From an optimization exercise on the open Yosys and OpenROAD flow, aimed at small area; shortcuts taken in it are not production practice.
At most, simulation tests tie the RTL to the original design; equivalence was not proved.

==> inputs of run C <==
## requant_top
module requant_top
#(
    parameter int DN     = 6,
    parameter int GROUPS = 4
) (
    input  logic                        clk,
    input  logic                        rst_n,
    input  logic [DN*ACC_W-1:0]         acc_data,
    input  logic                        acc_valid,
    input  logic [$clog2(GROUPS)-1:0]   grp,
    input  logic [SHIFT_W-1:0]          n,
    input  logic                        relu_en,
    input  logic                        scale_we,
    input  logic [$clog2(GROUPS)-1:0]   scale_addr,
    input  logic [DN*MANT_W-1:0]        scale_wdata,
    output logic [DN*ACT_W-1:0]         act_data,
    output logic                        act_valid
);
==> module scale_table, before the edit <==
module scale_table
#(
    parameter int DN     = 6,
    parameter int GROUPS = 4
) (
    input  logic                        clk,
    input  logic                        rst_n,
    input  logic                        scale_we,
    input  logic [$clog2(GROUPS)-1:0]   scale_addr,
    input  logic [DN*MANT_W-1:0]        scale_wdata,
    input  logic [$clog2(GROUPS)-1:0]   grp,
    output logic [DN*MANT_W-1:0]        rd_scale
);
    localparam int WW = DN * MANT_W;
    logic [GROUPS*WW-1:0] mem;
    logic [GROUPS-1:0]    wr_seen;
    for (genvar g = 0; g < GROUPS; g++) begin : g_word
        always_ff @(posedge clk) begin
            if (scale_we && scale_addr == g) begin
                mem[g*WW +: WW] <= scale_wdata;
            end
        end
        always_ff @(posedge clk or negedge rst_n) begin
            if (!rst_n) begin
                wr_seen[g] <= 1'b0;
            end else if (scale_we && scale_addr == g) begin
                wr_seen[g] <= 1'b1;
            end
        end
    end
    assign rd_scale = wr_seen[grp] ? mem[grp*WW +: WW] : '0;
endmodule
==> module requant_lanes, before the edit <==
module requant_lanes (
    input  logic [PROD_W-1:0]    prod,
    input  logic [1:0]           sel,
    input  logic [SHIFT_W-1:0]   n,
    input  logic                 relu_en,
    output logic [ACT_W-1:0]     res
);
    localparam int RW = PROD_W + 2;
    logic [SHIFT_W-1:0]       lo;
    logic [SHIFT_W-1:0]       sh;
    logic signed [RW-1:0]     dbl;
    logic signed [RW-1:0]     rnd;
    always_comb begin
        case (sel)
            WIN_8:   lo = 5'd8;
            WIN_5:   lo = 5'd5;
            WIN_3:   lo = 5'd3;
            default: lo = 5'd13;
        endcase
        sh = n - lo;
        dbl = {{2{prod[PROD_W-1]}}, prod} <<< 1;
        rnd = ((dbl >>> sh) + RW'(1)) >>> 1;
        if (rnd > RW'(ACT_MAX)) begin
            res = ACT_MAX;
        end else if (rnd < RW'(ACT_MIN)) begin
            res = ACT_MIN;
        end else begin
            res = ACT_W'(rnd);
        end
        if (relu_en && prod[PROD_W-1]) begin
            res = '0;
        end
    end
endmodule
==> module requant_top, before the edit <==
module requant_top
#(
    parameter int DN     = 6,
    parameter int GROUPS = 4
) (
    input  logic                        clk,
    input  logic                        rst_n,
    input  logic [DN*ACC_W-1:0]         acc_data,
    input  logic                        acc_valid,
    input  logic [$clog2(GROUPS)-1:0]   grp,
    input  logic [SHIFT_W-1:0]          n,
    input  logic                        relu_en,
    input  logic                        scale_we,
    input  logic [$clog2(GROUPS)-1:0]   scale_addr,
    input  logic [DN*MANT_W-1:0]        scale_wdata,
    output logic [DN*ACT_W-1:0]         act_data,
    output logic                        act_valid
);
    logic [DN*MANT_W-1:0] rd_scale;
    scale_table #(
        .DN          (DN),
        .GROUPS      (GROUPS)
    ) u_scale_table (
        .clk         (clk),
        .rst_n       (rst_n),
        .scale_we    (scale_we),
        .scale_addr  (scale_addr),
        .scale_wdata (scale_wdata),
        .grp         (grp),
        .rd_scale    (rd_scale)
    );
    logic [SHIFT_W-1:0] n_q;
    logic               relu_q;
    always_ff @(posedge clk) begin
        n_q    <= n;
        relu_q <= relu_en;
    end
    for (genvar i = 0; i < DN; i++) begin : g_lane
        logic [MANT_W-1:0] win;
        logic [1:0]        sel;
        logic [PROD_W-1:0] prod_q;
        logic [1:0]        sel_q;
        logic [PROD_W-1:0] prod;
        bw_mul9 u_mul (
            .a (win),
            .b (rd_scale[i*MANT_W +: MANT_W]),
            .p (prod)
        );
        acc_normalize u_norm (
            .a   (acc_data[i*ACC_W +: ACC_W]),
            .win (win),
            .sel (sel)
        );
        always_ff @(posedge clk) begin
            prod_q <= prod;
            sel_q  <= sel;
        end
        requant_lanes u_lane (
            .prod    (prod_q),
            .sel     (sel_q),
            .n       (n_q),
            .relu_en (relu_q),
            .res     (act_data[i*ACT_W +: ACT_W])
        );
    end
    always_ff @(posedge clk or negedge rst_n) begin
        if (!rst_n) begin
            act_valid <= 1'b0;
        end else begin
            act_valid <= acc_valid;
        end
    end
endmodule
Settings: LEC_CHECK=0, CAP_MARGIN=20, CORE_MARGIN=2, CORE_UTILIZATION=40, SLEW_MARGIN=20; clock period 6.5 ns.
run.sh (not shown) runs the stock make flow with config.mk's settings and CLKGATE_MAP_FILE= SYNTH_SCRIPT=/design/flow/synth_recipe.tcl, a recipe that flattens the netlist after the stock synthesis.
==> run F (differences from run C) <==
--- a/flow/design.v
+++ b/flow/design.v
@@ -60,3 +60,4 @@
     input  logic [$clog2(GROUPS)-1:0]   grp,
-    output logic [DN*MANT_W-1:0]        rd_scale
+    output logic [DN*MANT_W-1:0]        rd_scale,
+    output logic                        rd_zero
 );
@@ -79,3 +80,4 @@
     end
-    assign rd_scale = wr_seen[grp] ? mem[grp*WW +: WW] : '0;
+    assign rd_scale = mem[grp*WW +: WW];
+    assign rd_zero  = !wr_seen[grp];
 endmodule
@@ -85,4 +87,4 @@
     input  logic [PROD_W-1:0]    prod,
-    input  logic [1:0]           sel,
-    input  logic [SHIFT_W-1:0]   n,
+    input  logic [SHIFT_W-1:0]   sh,
+    input  logic                 zero_scale,
     input  logic                 relu_en,
@@ -90,26 +92,35 @@
 );
-    localparam int RW = PROD_W + 2;
-    logic [SHIFT_W-1:0]       lo;
-    logic [SHIFT_W-1:0]       sh;
-    logic signed [RW-1:0]     dbl;
-    logic signed [RW-1:0]     rnd;
+    logic               sgn;
+    logic [26:0]        ext;
+    logic [26:0]        win;
+    logic [7:0]         f8;
+    logic               g;
+    logic               fits;
+    logic [17:7]        run;
+    logic [8:0]         cy;
+    logic               zero;
     always_comb begin
-        case (sel)
-            WIN_8:   lo = 5'd8;
-            WIN_5:   lo = 5'd5;
-            WIN_3:   lo = 5'd3;
-            default: lo = 5'd13;
-        endcase
-        sh = n - lo;
-        dbl = {{2{prod[PROD_W-1]}}, prod} <<< 1;
-        rnd = ((dbl >>> sh) + RW'(1)) >>> 1;
-        if (rnd > RW'(ACT_MAX)) begin
-            res = ACT_MAX;
-        end else if (rnd < RW'(ACT_MIN)) begin
-            res = ACT_MIN;
-        end else begin
-            res = ACT_W'(rnd);
+        sgn = prod[PROD_W-1];
+        ext = {{8{sgn}}, prod, 1'b0};
+        win = ext >> sh;
+        g   = win[0];
+        f8  = win[8:1];
+        run[17] = 1'b1;
+        for (int k = 16; k >= 7; k--) begin
+            run[k] = run[k+1] & (prod[k] == sgn);
+        end
+        fits = (sh >= 5'd10) ? 1'b1 : run[sh + 5'd7];
+        zero = (sh >= 5'd18) || zero_scale || (relu_en && sgn);
+        for (int k = 0; k <= 8; k++) begin
+            cy[k] = g;
+            for (int j = 0; j < k; j++) begin
+                cy[k] = cy[k] & f8[j];
+            end
         end
-        if (relu_en && prod[PROD_W-1]) begin
+        if (zero) begin
             res = '0;
+        end else if (!fits || (cy[7] && !f8[7])) begin
+            res = sgn ? ACT_MIN : ACT_MAX;
+        end else begin
+            res = f8 ^ cy[7:0];
         end
@@ -535,2 +546,3 @@
     logic [DN*MANT_W-1:0] rd_scale;
+    logic                 rd_zero;
     scale_table #(
@@ -545,21 +557,18 @@
         .grp         (grp),
-        .rd_scale    (rd_scale)
+        .rd_scale    (rd_scale),
+        .rd_zero     (rd_zero)
     );
-    logic [SHIFT_W-1:0] n_q;
-    logic               relu_q;
+    logic relu_q;
+    logic zero_q;
     always_ff @(posedge clk) begin
-        n_q    <= n;
         relu_q <= relu_en;
+        zero_q <= rd_zero;
     end
     for (genvar i = 0; i < DN; i++) begin : g_lane
-        logic [MANT_W-1:0] win;
-        logic [1:0]        sel;
-        logic [PROD_W-1:0] prod_q;
-        logic [1:0]        sel_q;
-        logic [PROD_W-1:0] prod;
-        bw_mul9 u_mul (
-            .a (win),
-            .b (rd_scale[i*MANT_W +: MANT_W]),
-            .p (prod)
-        );
+        logic [MANT_W-1:0]  win;
+        logic [1:0]         sel;
+        logic [SHIFT_W-1:0] lo;
+        logic [PROD_W-1:0]  prod;
+        logic [PROD_W-1:0]  prod_q;
+        logic [SHIFT_W-1:0] sh_q;
         acc_normalize u_norm (
@@ -569,12 +578,25 @@
         );
+        bw_mul9 u_mul (
+            .a (win),
+            .b (rd_scale[i*MANT_W +: MANT_W]),
+            .p (prod)
+        );
+        always_comb begin
+            case (sel)
+                WIN_8:   lo = 5'd8;
+                WIN_5:   lo = 5'd5;
+                WIN_3:   lo = 5'd3;
+                default: lo = 5'd13;
+            endcase
+        end
         always_ff @(posedge clk) begin
             prod_q <= prod;
-            sel_q  <= sel;
+            sh_q   <= n - lo;
         end
         requant_lanes u_lane (
-            .prod    (prod_q),
-            .sel     (sel_q),
-            .n       (n_q),
-            .relu_en (relu_q),
-            .res     (act_data[i*ACT_W +: ACT_W])
+            .prod       (prod_q),
+            .sh         (sh_q),
+            .zero_scale (zero_q),
+            .relu_en    (relu_q),
+            .res        (act_data[i*ACT_W +: ACT_W])
         );
Settings changed: GPL_TIMING_DRIVEN set to 0.
==> run E (differences from run C) <==
--- a/flow/design.v
+++ b/flow/design.v
@@ -90,7 +90,13 @@
 );
-    localparam int RW = PROD_W + 2;
-    logic [SHIFT_W-1:0]       lo;
-    logic [SHIFT_W-1:0]       sh;
-    logic signed [RW-1:0]     dbl;
-    logic signed [RW-1:0]     rnd;
+    logic [SHIFT_W-1:0] lo;
+    logic [SHIFT_W-1:0] sh;
+    logic               sgn;
+    logic [26:0]        ext;
+    logic [26:0]        win;
+    logic [7:0]         f8;
+    logic               g;
+    logic               fits;
+    logic [17:7]        run;
+    logic               zero;
+    logic [8:0]         inc;
     always_comb begin
@@ -102,14 +108,21 @@
         endcase
-        sh = n - lo;
-        dbl = {{2{prod[PROD_W-1]}}, prod} <<< 1;
-        rnd = ((dbl >>> sh) + RW'(1)) >>> 1;
-        if (rnd > RW'(ACT_MAX)) begin
-            res = ACT_MAX;
-        end else if (rnd < RW'(ACT_MIN)) begin
-            res = ACT_MIN;
-        end else begin
-            res = ACT_W'(rnd);
+        sh  = n - lo;
+        sgn = prod[PROD_W-1];
+        ext = {{8{sgn}}, prod, 1'b0};
+        win = ext >> sh[4:0];
+        g   = win[0];
+        f8  = win[8:1];
+        run[17] = 1'b1;
+        for (int k = 16; k >= 7; k--) begin
+            run[k] = run[k+1] & (prod[k] == sgn);
         end
-        if (relu_en && prod[PROD_W-1]) begin
+        fits = (sh >= 5'd10) ? 1'b1 : run[sh + 5'd7];
+        zero = (sh >= 5'd18) || (relu_en && sgn);
+        inc = {1'b0, f8} + {8'd0, g};
+        if (zero) begin
             res = '0;
+        end else if (!fits || (inc[7] && !f8[7])) begin
+            res = sgn ? ACT_MIN : ACT_MAX;
+        end else begin
+            res = inc[7:0];
         end
Settings changed: GPL_TIMING_DRIVEN set to 0.
==> run A (differences from run C) <==
--- a/flow/design.v
+++ b/flow/design.v
@@ -90,7 +90,13 @@
 );
-    localparam int RW = PROD_W + 2;
-    logic [SHIFT_W-1:0]       lo;
-    logic [SHIFT_W-1:0]       sh;
-    logic signed [RW-1:0]     dbl;
-    logic signed [RW-1:0]     rnd;
+    logic [SHIFT_W-1:0] lo;
+    logic [SHIFT_W-1:0] sh;
+    logic               sgn;
+    logic [26:0]        ext;
+    logic [26:0]        win;
+    logic [7:0]         f8;
+    logic               g;
+    logic               fits;
+    logic [17:7]        run;
+    logic               zero;
+    logic [8:0]         inc;
     always_comb begin
@@ -102,14 +108,21 @@
         endcase
-        sh = n - lo;
-        dbl = {{2{prod[PROD_W-1]}}, prod} <<< 1;
-        rnd = ((dbl >>> sh) + RW'(1)) >>> 1;
-        if (rnd > RW'(ACT_MAX)) begin
-            res = ACT_MAX;
-        end else if (rnd < RW'(ACT_MIN)) begin
-            res = ACT_MIN;
-        end else begin
-            res = ACT_W'(rnd);
+        sh  = n - lo;
+        sgn = prod[PROD_W-1];
+        ext = {{8{sgn}}, prod, 1'b0};
+        win = ext >> sh[4:0];
+        g   = win[0];
+        f8  = win[8:1];
+        run[17] = 1'b1;
+        for (int k = 16; k >= 7; k--) begin
+            run[k] = run[k+1] & (prod[k] == sgn);
         end
-        if (relu_en && prod[PROD_W-1]) begin
+        fits = (sh >= 5'd10) ? 1'b1 : run[sh + 5'd7];
+        zero = (sh >= 5'd18) || (relu_en && sgn);
+        inc = {1'b0, f8} + {8'd0, g};
+        if (zero) begin
             res = '0;
+        end else if (!fits || (inc[7] && !f8[7])) begin
+            res = sgn ? ACT_MIN : ACT_MAX;
+        end else begin
+            res = inc[7:0];
         end
==> flow_summary.json <==
{
  "seq-cell-share": 0.200,
  "so_faults": "setup timing",
  "worst-path-max-fanout": 8,
  "setup_viol": 9,
  "worst_slack_ps": -277,
  "synth_compound_area_frac": 0.153,
  "status": "complete, but fails checks",
  "r2r-start": "u_scale_table.wr_seen[2]",
  "firstDrtPassIters": 7
}
(the above is from run E)
==> flow_summary.json <==
{
  "worst-path-max-fanout": 8,
  "setup_viol": 8,
  "seq-cell-share": 0.192,
  "synthTopCellsByCount": "inv_1, nor2_1, nand2_1",
  "synth_compound_area_frac": 0.153,
  "so_faults": "setup timing",
  "ir_drop_uv": 354,
  "fin_crit_sh": 1.03,
  "firstDrtPassIters": 5,
  "grt_pass1_wl_um": 166000,
  "clock_power_w": 0.00227,
  "layoutNonFillerInstCount": 6061,
  "status": "complete, but fails checks",
  "final_cell_area_um2": 47600,
  "r2r-start": "u_scale_table.wr_seen[3]",
  "worst_slack_ps": -227,
  "clock-skew-final_ps": 30.0,
  "netlist_instances": 4051
}
(the above is from run A)
==> flow_summary.json <==
{
  "largest_reg_flops": 216,
  "status": "complete, no violations",
  "worst_slack_ps": 145,
  "synth_compound_area_frac": 0.143,
  "setup_viol": 0,
  "r2r-start": "u_scale_table.mem[0]",
  "firstDrtPassIters": 5,
  "seq-cell-share": 0.213,
  "path_cells": "clkdlybuf4s50_1 > or3_4 > o22a_4 > nor2_4 > inv_4 > o221ai_4 > nand2_2 > fa_1 > inv_1 > fa_1 > fa_1 > inv_1 > fa_1 > inv_1 > ha_1 > o21ai_2 > a21boi_2 > and3_1 > a211o_1 > a21oi_2 > xnor2_1",
  "cts-root-buf": "clkbuf_16"
}
(the above is from run F)
==> flow_summary.json <==
{
  "firstDrtPassIters": 6,
  "drtAntennaViolNets": 0,
  "worst-path-max-fanout": 7,
  "worst_slack_ps": -345,
  "status": "complete, but fails checks",
  "maxPowerGroup": "combinational logic",
  "so_faults": "setup timing",
  "r2r-start": "u_scale_table.wr_seen[1]",
  "synth_compound_area_frac": 0.143,
  "setup_viol": 24,
  "vias": 34000,
  "seq-cell-share": 0.180
}
(the above is from run C)
Only the layout flow was run in run C, run E and run A; the RTL was not checked for function there.

## separate check: timing with driven ports
In the flow no input, the clock included, has a driving cell. The finished layouts below were timed again as built, in two steps. Step 1 sets driving cells, clkbuf_16 on the clock port and buf_2 on the other inputs (assumed; they add their load-dependent delay and slew). Step 2, shift: input delay + t, output delay - t, t = (earliest + latest rising clock arrival at the registers) / 2. This alone moves slack from input paths to output paths. Three values: no drivers, after step 1, after step 2; two values: the first two.
run	t (ns)	setup slack, ns	cell pins on the clock port's net
run C	0.627	-0.345 / -0.409 / -0.418	1
run F	0.645	0.145 / 0.137 / -0.501	1
run E	0.639	-0.277 / -0.340 / -0.439	1
run A	0.637	-0.227 / -0.287 / -0.447	1
Met with ideal ports but missed after step 2: setup timing in run F. For run F, which loses most, drivers alone change the setup slack by -0.008 ns; drivers and shift together by -0.646 ns.
